From an optimization exercise on the open Yosys and OpenROAD flow, aimed at small area, a short achievable clock period and few clock cycles; shortcuts taken in it are not production practice.
In this exercise RTL edits were held to simulation tests only and were not proved equivalent to the original.
Power is estimated from default activity; no workload was simulated.

==> v11 <==
// multichannel_period_tachometer
module multichannel_period_tachometer #(
    parameter int NUM_CHANNELS = 4
) (
    input  wire                                i_clk,
    input  wire                                i_rst_n,
    input  wire                                i_in_valid,
    output logic                               o_in_stall,
    input  wire  [mpt_pkg::OP_W-1:0]           i_op,
    input  wire  [mpt_pkg::CHAN_W-1:0]         i_channel,
    input  wire  [mpt_pkg::CAPTURE_W-1:0]      i_capture_value,
    input  wire  [mpt_pkg::NOW_W-1:0]          i_now_ms,
    output logic                               o_out_valid,
    input  wire                                i_out_stall,
    output logic [mpt_pkg::CHAN_W-1:0]         o_out_channel,
    output logic [mpt_pkg::FREQ_W-1:0]         o_frequency_q8,
    output logic                               o_is_stale,
    output logic                               o_last,
    input  wire                                i_cfg_we,
    input  wire  [mpt_pkg::CFG_IDX_W-1:0]      i_cfg_index,
    input  wire  [mpt_pkg::CFG_DAT_W-1:0]      i_cfg_data
);
Settings: LEC_CHECK=0, CAP_MARGIN=20, CORE_MARGIN=2, CORE_UTILIZATION=40, SETUP_SLACK_MARGIN=4.0, SLEW_MARGIN=20; clock period 8.0 ns.
run.sh (not shown) runs the stock make flow with config.mk's settings and CLKGATE_MAP_FILE= SYNTH_SCRIPT=/design/flow/synth_recipe.tcl, a recipe that flattens the netlist after the stock synthesis.
==> v5: changes against v11 <==
--- a/flow/design.v
+++ b/flow/design.v
@@ -79,12 +79,13 @@
     logic [PW-1:0]                 r_rem   [NC];
     logic [PW+1:0]                 r_per3  [NC];    
     logic [CW-1:0]                 r_cnt   [NC];    
     logic [NC-1:0]                 r_ini;           
     logic [PW-1:0]                 r_pper  [NC];    
     logic [NC-1:0]                 r_pv;            
+    logic [NC-1:0]                 r_pe;            
     logic                          r_v;
     logic [1:0]                    r_op;
     logic [1:0]                    r_ch;
     logic [TW-1:0]                 r_pay;
     logic [VW-1:0]                 r_prev_s;
     logic [OW-1:0]                 r_ovf_s;
@@ -100,32 +101,36 @@
     logic                          s_z;
     logic                          g_act;
     logic [1:0]                    g_ch;
     logic [1:0]                    g_p;             
     logic [NC-1:0]                 g_old;           
     logic [TW-1:0]                 g_now;
+    logic                          w_v;             
+    logic [TW-1:0]                 w_now;
     logic                          q_v;
     logic [1:0]                    q_ch;
     logic [FW-1:0]                 q_freq;
     logic                          q_stale;
     logic                          q_last;
     assign o_out_valid    = q_v;
     assign o_out_channel  = q_ch;
     assign o_frequency_q8 = q_freq;
     assign o_is_stale     = q_stale;
     assign o_last         = q_last;
     logic r_go;
     logic r_ex;
+    logic e_cap;                                    
     always_comb begin
         unique case (r_op)
-            R_CAP:   r_go = 1'b1;
+            R_CAP:   r_go = !(w_v && r_pv[r_ch] && !r_pe[r_ch]);
             R_OVF:   r_go = 1'b1;
-            R_SMP:   r_go = !g_act && !(|r_pv);
-            default: r_go = (r_ch == mpt_pkg::REG_OVF_WEIGHT) || !g_act;
+            R_SMP:   r_go = !w_v;
+            default: r_go = (r_ch == mpt_pkg::REG_OVF_WEIGHT) || (!g_act && !w_v);
         endcase
         r_ex = r_v && r_go;
+        e_cap = r_ex && (r_op == R_CAP) && cap_take;
     end
     assign o_in_stall = r_v && !r_go;
     logic acc;
     logic cfg_take;
     assign acc      = i_in_valid && !o_in_stall && (i_op != mpt_pkg::OP_NOP);
     assign cfg_take = i_cfg_we && !o_in_stall && (i_cfg_index != 2'd3);
@@ -182,22 +187,22 @@
     logic [PW-1:0]                 x_opa;
     logic [PW-1:0]                 x_opb;
     logic [PW-1:0]                 x_per;
     logic [XW:0]                   x_x2;
     logic [4:0]                    x_s;
     always_comb begin
-        e_park = e_v && !e_re && g_act && (e_ch >= g_ch);
+        e_park = e_v && !e_re && ((g_act && (e_ch >= g_ch)) || w_v);
         x_v   = e_v && !e_park;
         i_req = r_ini;
         if (e_v && !e_re && !e_park) i_req[e_ch] = 1'b0;
         i_any = |i_req;
         i_sel = 2'd0;
         for (int c = NC - 1; c >= 0; c--)
             if (i_req[c]) i_sel = 2'(c);
         for (int c = 0; c < NC; c++)
-            p_req[c] = r_pv[c] && !(g_act && (2'(c) >= g_ch));
+            p_req[c] = r_pv[c] && !r_pe[c] && !(g_act && (2'(c) >= g_ch));
         if (e_v && !e_re && !e_park) p_req[e_ch] = 1'b0;
         p_any = |p_req;
         p_sel = 2'd0;
         for (int c = NC - 1; c >= 0; c--)
             if (p_req[c]) p_sel = 2'(c);
         x_opa = e_pa;
@@ -262,14 +267,14 @@
         end
     end
     logic [TW-1:0]                 t_now;
     logic [1:0]                    t_ch;
     logic                          t_old;
     always_comb begin
-        t_now = g_act ? g_now : r_pay;
-        t_ch  = g_act ? g_p : 2'd0;
+        t_now = (g_p != 2'd0) ? g_now : w_v ? w_now : r_pay;
+        t_ch  = g_p;
         begin
             logic [TW-1:0] st, nst, ntm;
             logic          ge;
             logic [TW+1:0] sa, sb, sm;
             st  = r_stamp[t_ch];
             nst = ~st;
@@ -279,37 +284,48 @@
         sb = ((((TW+2)'(t_now)) & ((TW+2)'(nst))) | (((TW+2)'(t_now)) & ((TW+2)'(ntm))) | (((TW+2)'(nst)) & ((TW+2)'(ntm)))) << 1;
             sm = sa + (sb | (TW+2)'(1));
             t_old = ge ? sm[TW+1] : (sm[TW+1] | sm[TW]);
         end
     end
     logic                          g_ready;
+    logic                          g_smp;           
+    logic                          g_start;         
+    logic                          g_free;
+    logic                          g_clear;
     logic                          g_emit;
     logic                          g_stale;
     logic [XW-1:0]                 g_fq;
     logic [FW-1:0]                 g_freq;
     always_comb begin
         g_ready = !r_ini[g_ch] && !(e_v && e_re && (e_ch == g_ch))
                && !(s_v && (s_ch == g_ch)) && (r_cnt[g_ch] == '0);
         g_emit  = g_act && g_ready && (!q_v || !i_out_stall);
         g_stale = !r_fresh[g_ch] && g_old[g_ch];
+        g_smp   = r_ex && (r_op == R_SMP);
+        g_free  = !g_act || (g_emit && (g_ch == 2'd3));
+        g_clear = !(|(r_pv & ~r_pe)) && !(e_v && !e_re && !w_v && g_act && (e_ch >= g_ch));
+        g_start = g_free && g_clear && (w_v || g_smp);
         g_fq    = r_fq[g_ch];
         g_freq  = g_fq[FW] ? mpt_pkg::FREQ_MAX : g_fq[FW-1:0];
     end
     always_ff @(posedge i_clk) begin
         if (!i_rst_n) begin
             r_num   <= mpt_pkg::RST_FREQ_NUM;
             r_w     <= mpt_pkg::RST_OVF_WEIGHT;
             r_t     <= mpt_pkg::RST_TIMEOUT;
             r_v     <= 1'b0;
             e_v     <= 1'b0;
             s_v     <= 1'b0;
             g_act   <= 1'b0;
+            w_v     <= 1'b0;
+            g_p     <= 2'd0;
             q_v     <= 1'b0;
             r_fresh <= '0;
             r_ini   <= '0;
             r_pv    <= '0;
+            r_pe    <= '0;
             for (int c = 0; c < NC; c++) begin
                 r_prev[c]  <= '0;
                 r_ovf[c]   <= '0;
                 r_per[c]   <= '0;
                 r_stamp[c] <= '0;
                 r_fq[c]    <= '0;
@@ -345,62 +361,51 @@
             if (s_v) begin
                 r_per3[s_ch] <= s_per3;
                 r_rem[s_ch] <= s_a[AW-1:XW];
                 r_fq[s_ch]  <= s_a[XW-1:0];
                 r_cnt[s_ch] <= s_n;
             end
-            e_v <= 1'b0;
-            if (r_ex && (r_op == R_CAP)) begin
-                e_v  <= cap_take;
-                e_re <= 1'b0;
-                e_ch <= r_ch;
-                e_pa <= cap_pa;
-                e_pb <= cap_pb;
-            end
-            if (!(r_ex && (r_op == R_CAP) && cap_take) && p_any) begin
+            e_v  <= 1'b0;
+            e_re <= !e_cap;
+            e_ch <= e_cap ? r_ch : p_any ? p_sel : i_sel;
+            e_pa <= e_cap ? cap_pa : p_any ? r_pper[p_sel] : r_per[i_sel];
+            e_pb <= e_cap ? cap_pb : '0;
+            if (e_cap) begin
+                e_v  <= 1'b1;
+            end else if (p_any) begin
                 e_v  <= 1'b1;
-                e_re <= 1'b1;
-                e_ch <= p_sel;
-                e_pa <= r_pper[p_sel];
-                e_pb <= '0;
                 r_per[p_sel]   <= r_pper[p_sel];
                 r_fresh[p_sel] <= 1'b1;
                 r_pv[p_sel]    <= 1'b0;
-            end else if (!(r_ex && (r_op == R_CAP) && cap_take) && i_any) begin
+            end else if (i_any) begin
                 e_v  <= 1'b1;
-                e_re <= 1'b1;
-                e_ch <= i_sel;
-                e_pa <= r_per[i_sel];
-                e_pb <= '0;
                 r_ini[i_sel] <= 1'b0;
             end
             s_v <= x_v;
             if (x_v) begin
                 s_ch <= e_ch;
                 s_x  <= x_x2[XW:1];
                 s_s  <= x_s;
                 s_z  <= ((x_opa | x_opb) == '0);
             end
+            if (w_v && g_start) r_pe <= '0;
             if (e_v && e_park) begin
+                r_pe[e_ch]   <= w_v && !g_start;
                 r_pper[e_ch] <= x_per;
                 r_pv[e_ch]   <= 1'b1;
             end else if (e_v && !e_re) begin
                 r_per[e_ch]   <= x_per;
                 r_fresh[e_ch] <= 1'b1;
                 r_ini[e_ch]   <= 1'b0;
                 r_pv[e_ch]    <= 1'b0;
             end
             if (r_ex) begin
                 unique case (r_op)
                     R_CAP: ;
                     R_OVF: ;
-                    R_SMP: begin
-                        g_act    <= 1'b1;
-                        g_ch     <= '0;
-                        g_now    <= r_pay;
-                    end
+                    R_SMP: ;    
                     default: begin
                         unique case (r_ch)
                             mpt_pkg::REG_FREQ_NUM: begin
                                 r_num <= r_pay[mpt_pkg::NUM_W-1:0];
                                 for (int c = 0; c < NC; c++)
                                     if (r_fresh[c] || (e_v && (e_ch == 2'(c))))
@@ -409,14 +414,18 @@
                             mpt_pkg::REG_OVF_WEIGHT: r_w <= r_pay[mpt_pkg::WEIGHT_W-1:0];
                             default:                 r_t <= r_pay[mpt_pkg::TIMEOUT_W-1:0];
                         endcase
                     end
                 endcase
             end
-            g_old[t_ch] <= t_old;
-            g_p <= g_act ? g_p + 1'b1 : 2'd1;
+            if ((g_p != 2'd0) || g_start)
+                g_old[t_ch] <= t_old;
+            if (g_start)
+                g_p <= 2'd1;
+            else if (g_p != 2'd0)
+                g_p <= g_p + 1'b1;
             if (g_act && g_ready) begin
                 if (r_fresh[g_ch]) r_stamp[g_ch] <= g_now;
                 if (g_stale)       r_fq[g_ch]    <= '0;
             end
             if (g_emit) begin
                 q_v     <= 1'b1;
@@ -427,10 +436,21 @@
                 r_fresh[g_ch] <= 1'b0;
                 g_ch <= g_ch + 1'b1;
                 if (g_ch == 2'd3) g_act <= 1'b0;
             end else if (!i_out_stall) begin
                 q_v <= 1'b0;
             end
+            if (g_start) begin
+                g_act <= 1'b1;
+                g_ch  <= '0;
+                g_now <= w_v ? w_now : r_pay;
+            end
+            if (w_v && g_start) begin
+                w_v <= 1'b0;
+            end else if (g_smp && !(g_start && !w_v)) begin
+                w_v   <= 1'b1;
+                w_now <= r_pay;
+            end
         end
     end
 endmodule
 `default_nettype wire
==> v29: changes against v11 <==
--- a/flow/design.v
+++ b/flow/design.v
@@ -79,12 +79,13 @@
     logic [PW-1:0]                 r_rem   [NC];
     logic [PW+1:0]                 r_per3  [NC];    
     logic [CW-1:0]                 r_cnt   [NC];    
     logic [NC-1:0]                 r_ini;           
     logic [PW-1:0]                 r_pper  [NC];    
     logic [NC-1:0]                 r_pv;            
+    logic [NC-1:0]                 r_pe;            
     logic                          r_v;
     logic [1:0]                    r_op;
     logic [1:0]                    r_ch;
     logic [TW-1:0]                 r_pay;
     logic [VW-1:0]                 r_prev_s;
     logic [OW-1:0]                 r_ovf_s;
@@ -95,37 +96,42 @@
     logic [PW-1:0]                 e_pb;
     logic                          s_v;
     logic [1:0]                    s_ch;
     logic [XW-1:0]                 s_x;
     logic [4:0]                    s_s;
     logic                          s_z;
+    logic [PW-1:0]                 s_per;           
     logic                          g_act;
     logic [1:0]                    g_ch;
     logic [1:0]                    g_p;             
     logic [NC-1:0]                 g_old;           
     logic [TW-1:0]                 g_now;
+    logic                          w_v;             
+    logic [TW-1:0]                 w_now;
     logic                          q_v;
     logic [1:0]                    q_ch;
     logic [FW-1:0]                 q_freq;
     logic                          q_stale;
     logic                          q_last;
     assign o_out_valid    = q_v;
     assign o_out_channel  = q_ch;
     assign o_frequency_q8 = q_freq;
     assign o_is_stale     = q_stale;
     assign o_last         = q_last;
     logic r_go;
     logic r_ex;
+    logic e_cap;                                    
     always_comb begin
         unique case (r_op)
-            R_CAP:   r_go = 1'b1;
+            R_CAP:   r_go = !(w_v && r_pv[r_ch] && !r_pe[r_ch]);
             R_OVF:   r_go = 1'b1;
-            R_SMP:   r_go = !g_act && !(|r_pv);
-            default: r_go = (r_ch == mpt_pkg::REG_OVF_WEIGHT) || !g_act;
+            R_SMP:   r_go = !w_v;
+            default: r_go = (r_ch == mpt_pkg::REG_OVF_WEIGHT) || (!g_act && !w_v);
         endcase
         r_ex = r_v && r_go;
+        e_cap = r_ex && (r_op == R_CAP) && cap_take;
     end
     assign o_in_stall = r_v && !r_go;
     logic acc;
     logic cfg_take;
     assign acc      = i_in_valid && !o_in_stall && (i_op != mpt_pkg::OP_NOP);
     assign cfg_take = i_cfg_we && !o_in_stall && (i_cfg_index != 2'd3);
@@ -182,22 +188,22 @@
     logic [PW-1:0]                 x_opa;
     logic [PW-1:0]                 x_opb;
     logic [PW-1:0]                 x_per;
     logic [XW:0]                   x_x2;
     logic [4:0]                    x_s;
     always_comb begin
-        e_park = e_v && !e_re && g_act && (e_ch >= g_ch);
+        e_park = e_v && !e_re && ((g_act && (e_ch >= g_ch)) || w_v);
         x_v   = e_v && !e_park;
         i_req = r_ini;
         if (e_v && !e_re && !e_park) i_req[e_ch] = 1'b0;
         i_any = |i_req;
         i_sel = 2'd0;
         for (int c = NC - 1; c >= 0; c--)
             if (i_req[c]) i_sel = 2'(c);
         for (int c = 0; c < NC; c++)
-            p_req[c] = r_pv[c] && !(g_act && (2'(c) >= g_ch));
+            p_req[c] = r_pv[c] && !r_pe[c] && !(g_act && (2'(c) >= g_ch));
         if (e_v && !e_re && !e_park) p_req[e_ch] = 1'b0;
         p_any = |p_req;
         p_sel = 2'd0;
         for (int c = NC - 1; c >= 0; c--)
             if (p_req[c]) p_sel = 2'(c);
         x_opa = e_pa;
@@ -230,13 +236,13 @@
     end
     logic [AW-1:0]                 s_a;
     logic [CW-1:0]                 s_n;
     logic [5:0]                    s_sh;
     logic [PW+1:0]                 s_per3;
     always_comb begin
-        s_per3 = (PW+2)'(r_per[s_ch]) + ((PW+2)'(r_per[s_ch]) << 1);
+        s_per3 = (PW+2)'(s_per) + ((PW+2)'(s_per) << 1);
         s_sh = 6'(s_s) + 6'(!s_x[XW-1]) + 6'(!s_x[XW-1] && !s_x[XW-2]);
         s_sh = 6'((int'(s_sh) / K) * K);    
         s_a  = AW'(s_x) << s_sh;
         s_n  = CW'((XW - int'(s_sh)) / K);
         if (s_z) begin
             s_a = '0;
@@ -262,14 +268,14 @@
         end
     end
     logic [TW-1:0]                 t_now;
     logic [1:0]                    t_ch;
     logic                          t_old;
     always_comb begin
-        t_now = g_act ? g_now : r_pay;
-        t_ch  = g_act ? g_p : 2'd0;
+        t_now = (g_p != 2'd0) ? g_now : w_v ? w_now : r_pay;
+        t_ch  = g_p;
         begin
             logic [TW-1:0] st, nst, ntm;
             logic          ge;
             logic [TW+1:0] sa, sb, sm;
             st  = r_stamp[t_ch];
             nst = ~st;
@@ -279,37 +285,48 @@
         sb = ((((TW+2)'(t_now)) & ((TW+2)'(nst))) | (((TW+2)'(t_now)) & ((TW+2)'(ntm))) | (((TW+2)'(nst)) & ((TW+2)'(ntm)))) << 1;
             sm = sa + (sb | (TW+2)'(1));
             t_old = ge ? sm[TW+1] : (sm[TW+1] | sm[TW]);
         end
     end
     logic                          g_ready;
+    logic                          g_smp;           
+    logic                          g_start;         
+    logic                          g_free;
+    logic                          g_clear;
     logic                          g_emit;
     logic                          g_stale;
     logic [XW-1:0]                 g_fq;
     logic [FW-1:0]                 g_freq;
     always_comb begin
         g_ready = !r_ini[g_ch] && !(e_v && e_re && (e_ch == g_ch))
                && !(s_v && (s_ch == g_ch)) && (r_cnt[g_ch] == '0);
         g_emit  = g_act && g_ready && (!q_v || !i_out_stall);
         g_stale = !r_fresh[g_ch] && g_old[g_ch];
+        g_smp   = r_ex && (r_op == R_SMP);
+        g_free  = !g_act || (g_emit && (g_ch == 2'd3));
+        g_clear = !(|(r_pv & ~r_pe)) && !(e_v && !e_re && !w_v && g_act && (e_ch >= g_ch));
+        g_start = g_free && g_clear && (w_v || g_smp);
         g_fq    = r_fq[g_ch];
         g_freq  = g_fq[FW] ? mpt_pkg::FREQ_MAX : g_fq[FW-1:0];
     end
     always_ff @(posedge i_clk) begin
         if (!i_rst_n) begin
             r_num   <= mpt_pkg::RST_FREQ_NUM;
             r_w     <= mpt_pkg::RST_OVF_WEIGHT;
             r_t     <= mpt_pkg::RST_TIMEOUT;
             r_v     <= 1'b0;
             e_v     <= 1'b0;
             s_v     <= 1'b0;
             g_act   <= 1'b0;
+            w_v     <= 1'b0;
+            g_p     <= 2'd0;
             q_v     <= 1'b0;
             r_fresh <= '0;
             r_ini   <= '0;
             r_pv    <= '0;
+            r_pe    <= '0;
             for (int c = 0; c < NC; c++) begin
                 r_prev[c]  <= '0;
                 r_ovf[c]   <= '0;
                 r_per[c]   <= '0;
                 r_stamp[c] <= '0;
                 r_fq[c]    <= '0;
@@ -345,62 +362,52 @@
             if (s_v) begin
                 r_per3[s_ch] <= s_per3;
                 r_rem[s_ch] <= s_a[AW-1:XW];
                 r_fq[s_ch]  <= s_a[XW-1:0];
                 r_cnt[s_ch] <= s_n;
             end
-            e_v <= 1'b0;
-            if (r_ex && (r_op == R_CAP)) begin
-                e_v  <= cap_take;
-                e_re <= 1'b0;
-                e_ch <= r_ch;
-                e_pa <= cap_pa;
-                e_pb <= cap_pb;
-            end
-            if (!(r_ex && (r_op == R_CAP) && cap_take) && p_any) begin
+            e_v  <= 1'b0;
+            e_re <= !e_cap;
+            e_ch <= e_cap ? r_ch : p_any ? p_sel : i_sel;
+            e_pa <= e_cap ? cap_pa : p_any ? r_pper[p_sel] : r_per[i_sel];
+            e_pb <= e_cap ? cap_pb : '0;
+            if (e_cap) begin
+                e_v  <= 1'b1;
+            end else if (p_any) begin
                 e_v  <= 1'b1;
-                e_re <= 1'b1;
-                e_ch <= p_sel;
-                e_pa <= r_pper[p_sel];
-                e_pb <= '0;
                 r_per[p_sel]   <= r_pper[p_sel];
                 r_fresh[p_sel] <= 1'b1;
                 r_pv[p_sel]    <= 1'b0;
-            end else if (!(r_ex && (r_op == R_CAP) && cap_take) && i_any) begin
+            end else if (i_any) begin
                 e_v  <= 1'b1;
-                e_re <= 1'b1;
-                e_ch <= i_sel;
-                e_pa <= r_per[i_sel];
-                e_pb <= '0;
                 r_ini[i_sel] <= 1'b0;
             end
             s_v <= x_v;
             if (x_v) begin
                 s_ch <= e_ch;
                 s_x  <= x_x2[XW:1];
                 s_s  <= x_s;
                 s_z  <= ((x_opa | x_opb) == '0);
+            s_per <= x_per;
             end
+            if (w_v && g_start) r_pe <= '0;
             if (e_v && e_park) begin
+                r_pe[e_ch]   <= w_v && !g_start;
                 r_pper[e_ch] <= x_per;
                 r_pv[e_ch]   <= 1'b1;
             end else if (e_v && !e_re) begin
                 r_per[e_ch]   <= x_per;
                 r_fresh[e_ch] <= 1'b1;
                 r_ini[e_ch]   <= 1'b0;
                 r_pv[e_ch]    <= 1'b0;
             end
             if (r_ex) begin
                 unique case (r_op)
                     R_CAP: ;
                     R_OVF: ;
-                    R_SMP: begin
-                        g_act    <= 1'b1;
-                        g_ch     <= '0;
-                        g_now    <= r_pay;
-                    end
+                    R_SMP: ;    
                     default: begin
                         unique case (r_ch)
                             mpt_pkg::REG_FREQ_NUM: begin
                                 r_num <= r_pay[mpt_pkg::NUM_W-1:0];
                                 for (int c = 0; c < NC; c++)
                                     if (r_fresh[c] || (e_v && (e_ch == 2'(c))))
@@ -409,14 +416,18 @@
                             mpt_pkg::REG_OVF_WEIGHT: r_w <= r_pay[mpt_pkg::WEIGHT_W-1:0];
                             default:                 r_t <= r_pay[mpt_pkg::TIMEOUT_W-1:0];
                         endcase
                     end
                 endcase
             end
-            g_old[t_ch] <= t_old;
-            g_p <= g_act ? g_p + 1'b1 : 2'd1;
+            if ((g_p != 2'd0) || g_start)
+                g_old[t_ch] <= t_old;
+            if (g_start)
+                g_p <= 2'd1;
+            else if (g_p != 2'd0)
+                g_p <= g_p + 1'b1;
             if (g_act && g_ready) begin
                 if (r_fresh[g_ch]) r_stamp[g_ch] <= g_now;
                 if (g_stale)       r_fq[g_ch]    <= '0;
             end
             if (g_emit) begin
                 q_v     <= 1'b1;
@@ -427,10 +438,21 @@
                 r_fresh[g_ch] <= 1'b0;
                 g_ch <= g_ch + 1'b1;
                 if (g_ch == 2'd3) g_act <= 1'b0;
             end else if (!i_out_stall) begin
                 q_v <= 1'b0;
             end
+            if (g_start) begin
+                g_act <= 1'b1;
+                g_ch  <= '0;
+                g_now <= w_v ? w_now : r_pay;
+            end
+            if (w_v && g_start) begin
+                w_v <= 1'b0;
+            end else if (g_smp && !(g_start && !w_v)) begin
+                w_v   <= 1'b1;
+                w_now <= r_pay;
+            end
         end
     end
 endmodule
 `default_nettype wire
==> results.txt <==
Maximum frequency: v11 > v5 > v29.
In final area, v5 and v29 hardly differ.
Between v29 and v5, the lower clock skew is in v5 (gap 0.021 ns).
Worst setup slack: v29 is worse than v5 (0.011 ns).
Non-clock buffer count: v29 > v11 > v5.
Of v29 and v5, v29 has the higher sequential cell count (gap 21).
Power, lowest first: v11, v5, v29.
The highest hold slack belongs to v5, the lowest to v11.
Against v11, the first-iteration DRC count of v29 is higher by about 21%.
==> figures <==
Global routing met3 resource utilization: v29 4.17%; v11 3.74%; v5 3.87%
Core Area: v29 192000 um2; v11 188000 um2; v5 192000 um2
Clock tree buffer count of the final layout: v29 173; v11 169; v5 165
Diodes inserted: v29 1; v11 6; v5 1
Violation count after the first detailed-routing iteration: v29 7474; v11 6153; v5 6060
Routed length on met2: v29 118 mm; v11 118 mm; v5 127 mm
Multi-input gate share of total cell area: v29 49.7%; v11 50.9%; v5 50.6%
Count of non-filler cells in the finished layout: v29 10800; v11 10600; v5 10800
Met2 track demand over resource in global routing: v29 40.5%; v11 42.1%; v5 44.5%
Signal buffers share of area: v29 4.27%; v11 4.21%; v5 3.98%
Share of the core filled with cells: v29 46.1%; v11 45.9%; v5 45.9%
Sequential fraction of design power: v29 27.8%; v11 29.0%; v5 27.8%
Combinational logic power: v29 14.1 mW; v11 12.3 mW; v5 13.6 mW
Depth of the worst register-to-register path: v29 11; v11 13; v5 12
Relative contribution of the clock network to total power: v29 22.0%; v11 22.8%; v5 22.9%
Run status: v29 complete, no violations; v11 complete, no violations; v5 complete, no violations
Via density per instance: v29 5.95; v11 5.79; v5 5.92
Xor and xnor fraction of the mapped netlist area: v29 3.56%; v11 4.07%; v5 3.71%
Die W: v29 443 um; v11 438 um; v5 443 um
Adder-Cell Fraction of Synth Area: v29 13.1%; v11 13.3%; v5 13.0%
Testbench counts of v11, summed over its fixed seeds: cycles 20,061.
Testbench counts of v5, summed over its fixed seeds: cycles 18,859.
Testbench counts of v29, summed over its fixed seeds: cycles 18,859.

-- afterwards: timing with drivers on the ports --
No port has a modelled driver above. Below, the same layouts with a new extraction and two added sets of constraints.
Step 1: set_driving_cell puts a clkbuf_16 on i_clk and a buf_2 on each other input, an assumption about the parent block.
Step 2 also shifts input and output timing later by t, the mid clock arrival at the registers, as if the neighbouring blocks saw the same clock.
Three values: no drivers, after step 1, after step 2; two values: the first two.
run	t, ns	setup slack, ns	hold WS [ns]	clock arrival spread, ns	worst data-port slew with drivers (ns)
v11	0.854	4.054 / 4.045 / 3.409	0.451 / 0.451 / 0.451	0.041 / 0.040	0.04
v5	0.869	4.001 / 3.991 / 3.280	0.451 / 0.451 / 0.451	0.038 / 0.038	0.06
v29	0.872	3.990 / 3.940 / 3.352	0.451 / 0.451 / 0.451	0.062 / 0.062	0.05
After both steps setup and hold are still met in every run listed. The setup slack of v5, which loses most, moves by -0.010 ns with the drivers and by -0.721 ns with both steps.
